What follows belongs to an exercise in optimizing a design on an open flow for small area, a short achievable clock period and few clock cycles; a production flow would make more cautious choices.
At most, simulation tests tie the RTL to the original design; equivalence was not proved.

Setup of run 1:
==> flow/design.v (excerpt) <==
module smdv_top (
  input  logic        clk_i,
  input  logic        rst_ni,
  input  logic        start_i,
  input  logic [17:0] in_i,
  output logic        busy_o,
  output logic        out_valid_o,
  output logic [55:0] out_o
);
  localparam int D  = 39;
  localparam int L  = 29;    
  function automatic logic [10:0] dstep(input logic [9:0] rem, input logic b,
                                        input logic [10:0] dv);
    logic [10:0] t;
    logic [11:0] df;
    t  = {rem, b};
    df = {1'b0, t} - {1'b0, dv};
    dstep = df[11] ? {1'b0, t[9:0]} : {1'b1, df[9:0]};
  endfunction
  logic        busy_q;
  logic        c_vld_q;
  logic [1:0]  c_mode_q;
  logic [15:0] c_val_q;
  logic [5:0]  hd_q, pos_q, dl_q, sw_q, rt_q, od_q;
  logic [6:0]  rb_q;
  logic [10:0] n_q, n1_q;
  logic        drop_q;
  logic        a_vld_q;
  logic [15:0] a_v_q;
  logic        acc, full, al, c_push, c_rpt, c_clr, c_spr, pc, wrap;
  logic        push_add, push_drop, rpt_go, c_done, c_stall;
  logic        c_vld_d, busy_d, al_d, n10_d;
  logic [1:0]  c_mode_d;
  assign acc       = start_i & ~busy_q;
  assign full      = n_q[10];
  assign c_push    = c_vld_q & (c_mode_q == 2'd0);
  assign c_rpt     = c_vld_q & (c_mode_q == 2'd1);
  assign c_clr     = c_vld_q & (c_mode_q == 2'd2);
  assign c_spr     = c_vld_q & (c_mode_q == 2'd3);
  assign al        = (dl_q == 6'd1);
  assign push_add  = c_push & ~full & al;
  assign push_drop = c_push & full;
  assign pc        = push_add | push_drop;
  assign wrap      = push_add & (pos_q == 6'd38);
  assign rpt_go    = c_rpt & (sw_q == 6'd0) & (hd_q == 6'd38);
  assign c_done    = pc | rpt_go | c_clr | c_spr;
  assign c_stall   = c_vld_q & ~c_done;
  assign c_vld_d  = acc | c_stall;
  assign c_mode_d = acc ? in_i[17:16] : c_mode_q;
  assign al_d     = c_clr | (pc ? (dl_q == 6'd1) : (dl_q == 6'd2));
  assign n10_d    = ~c_clr & (wrap ? n1_q[10] : n_q[10]);
  assign busy_d   = rpt_go | (rb_q > 7'd1)
                  | (c_vld_d & (c_mode_d == 2'd1))
  ...
For scale: about 14000 cells after synthesis, roughly 4600 flip-flops, about 79 I/O pins, about 160000 µm² of cells after synthesis.
clock: 10.0 ns
lec_check: 0
cap_margin: 20
core_margin: 2
core_utilization: 40
setup_slack_margin: 5
slew_margin: 20
synth_hierarchical: 1
run.sh (not shown) runs the stock make flow with config.mk's settings and CLKGATE_MAP_FILE= SYNTH_SCRIPT=/design/flow/synth_recipe.tcl, a recipe that flattens the netlist after the stock synthesis.
In summary, run 1 completed successfully, with a layout that passed the timing, design-rule and antenna checks.
Here is what was changed in the inputs of run 2 compared with run 1.
- SETUP_SLACK_MARGIN no longer set, was 5
==> flow/flow/run.sh (new file) <==
#!/bin/bash
cp standard.sh standard_sh.log 2>/dev/null
export SETUP_SLACK_MARGIN=6.4
bash standard.sh > standard.log 2>&1
==> flow/standard.sh (new file) <==
#!/bin/bash
# synth_recipe.tcl (not shown) runs the flow's synth.tcl, then flattens the netlist and writes it again
# the make line also repeats each setting of config.mk as NAME=value (left out here)
make -C /OpenROAD-flow-scripts/flow DESIGN_CONFIG=/design/flow/config.mk WORK_HOME=/design/flow/orfs CLKGATE_MAP_FILE= SYNTH_SCRIPT=/design/flow/synth_recipe.tcl "${@:-finish}"
removed: flow/run.sh
### Flow results
Run 2: done, clean on timing, DRC and antenna. Lower register fraction of the total cell area among run 1 and run 2: run 2. Run 2 ended up with a higher number of nets at the end of the flow than run 1 did. Re area occupied by multi-input gates: run 1 was lower than run 2. Between run 1 and run 2, antenna diode count is higher for run 2, run 1 comes in under that. Number of nets still failing antenna checks after routing of run 1 is on par with run 2. Final cell count | run 2 above run 1. Re number of cells traversed by the worst hold path: no difference whatsoever between run 1 and run 2. Run 2 has final design instance area without fill above what run 1 had.
Function was not checked in any run of this note: the RTL went through the layout flow alone.

========
smdv_top, a different RTL version from the one above (not shown whole).
Size in the first run: roughly 14,000 cells after synthesis, ~79 I/O pins.
export LEC_CHECK = 0
export CAP_MARGIN = 20
export CORE_MARGIN = 2
export CORE_UTILIZATION = 40
export CTS_CLUSTER_DIAMETER = 100
export CTS_CLUSTER_SIZE = 24
export SLEW_MARGIN = 20
export SYNTH_HIERARCHICAL = 1
create_clock -name core_clock -period 10.0 [get_ports {clk_i}]
standard.sh (not shown) runs the stock make flow with config.mk's settings and CLKGATE_MAP_FILE= SYNTH_SCRIPT=/design/flow/synth_recipe.tcl, a recipe that flattens the netlist after the stock synthesis.
==> flow/flow/run.sh <==
#!/bin/bash
cp standard.sh standard_sh.log 2>/dev/null
export SETUP_SLACK_MARGIN=6.0
bash standard.sh > standard.log 2>&1
Testbench counts at the start, summed over its fixed seeds: cycles 16,104.
Edit:
==> flow/run.sh (new file) <==
#!/bin/bash
# synth_recipe.tcl (not shown) runs the flow's synth.tcl, then flattens the netlist and writes it again
# the make line also repeats each setting of config.mk as NAME=value (left out here)
make -C /OpenROAD-flow-scripts/flow DESIGN_CONFIG=/design/flow/config.mk WORK_HOME=/design/flow/orfs CLKGATE_MAP_FILE= SYNTH_SCRIPT=/design/flow/synth_recipe.tcl finish
- SETUP_SLACK_MARGIN: not set -> 5
removed: flow/flow/run.sh
removed: flow/standard.sh
Register-to-register slack is worse by 850 ps. Maximum frequency went down by 18%. Utilization went down by 0.70 points. Count of clock-buffer cells in the layout went up by 4.

========
smdv_top, a different RTL version from the one above (not shown whole).
Size: roughly 160000 sq um of cells after synthesis.
==> flow/config.mk <==
export PLATFORM = sky130hd
export DESIGN_NAME = smdv_top
export DESIGN_NICKNAME = smdv_top
export VERILOG_FILES = /design/flow/design.v
export SDC_FILE = /design/flow/constraint.sdc
export NUM_CORES = 4
export LEC_CHECK = 0
export CAP_MARGIN = 20
export CORE_MARGIN = 2
export CORE_UTILIZATION = 40
export CTS_CLUSTER_DIAMETER = 100
export CTS_CLUSTER_SIZE = 28
export SLEW_MARGIN = 20
export SYNTH_HIERARCHICAL = 1
==> flow/constraint.sdc <==
create_clock -name core_clock -period 10.0 [get_ports {clk_i}]
set_input_delay 2.0000 -clock core_clock [delete_from_list [all_inputs] [get_ports {clk_i}]]
set_output_delay 2.0000 -clock core_clock [all_outputs]
set_load 0.01 [all_outputs]
==> flow/flow/run.sh <==
#!/bin/bash
cp standard.sh standard_sh.log 2>/dev/null
export SETUP_SLACK_MARGIN=6.3
bash standard.sh > standard.log 2>&1
Testbench counts at the start, summed over its fixed seeds: cycles 16,104.
Then changed:
==> flow/flow/run.sh (replaced) <==
#!/bin/bash
cp standard.sh standard_sh.log 2>/dev/null
export SETUP_SLACK_MARGIN=6.1
bash standard.sh > standard.log 2>&1
- CTS_CLUSTER_SIZE: 28 -> 24
Clock skew climbs by 14 ps.
Cell count drops slightly.
Cell area drops by a few percent.
Synthesized area does not change.
Worst setup slack improved by 12 ps.
Synthesized cell count stays the same.

==> re-timing with driven ports <==
The flow's constraints put no driver on any port. The routed layouts listed below were extracted and timed again, unchanged, in two steps.
Step 1 sets driving cells, clkbuf_16 on the clock port and buf_2 on the other inputs (assumed; they add their load-dependent delay and slew).
Step 2 also shifts input and output timing later by t, the mid clock arrival at the registers, as if the neighbouring blocks saw the same clock.
Three values: ideal, step 1, step 2; two values: the first two.
run | shift t [ns] | slack for setup (ns) | latest minus earliest clock arrival (ns) | slew at the worst register clock pin (ns) | pins driven straight from the clock port
run 1 | 1.035 | 5.225 / 5.225 / 5.225 | 0.108 / 0.108 | 0.07 / 0.07 | 1
run 2 | 1.043 | 5.787 / 5.787 / 5.787 | 0.132 / 0.132 | 0.08 / 0.08 | 1
the first run of note 2 | 1.026 | 6.091 / 6.016 / 5.772 | 0.090 / 0.091 | 0.10 / 0.10 | 1
the second run of note 2 | 1.020 | 5.241 / 5.241 / 5.241 | 0.132 / 0.133 | 0.10 / 0.10 | 1
the first run of note 3 | 1.023 | 6.084 / 6.084 / 6.010 | 0.088 / 0.087 | 0.11 / 0.11 | 1
the second run of note 3 | 1.028 | 6.097 / 6.097 / 6.097 | 0.095 / 0.095 | 0.10 / 0.10 | 1
After both steps setup and hold are still met in every run listed. For the first run of note 2, which loses most, drivers alone change the setup slack by -0.075 ns; drivers and shift together by -0.319 ns.
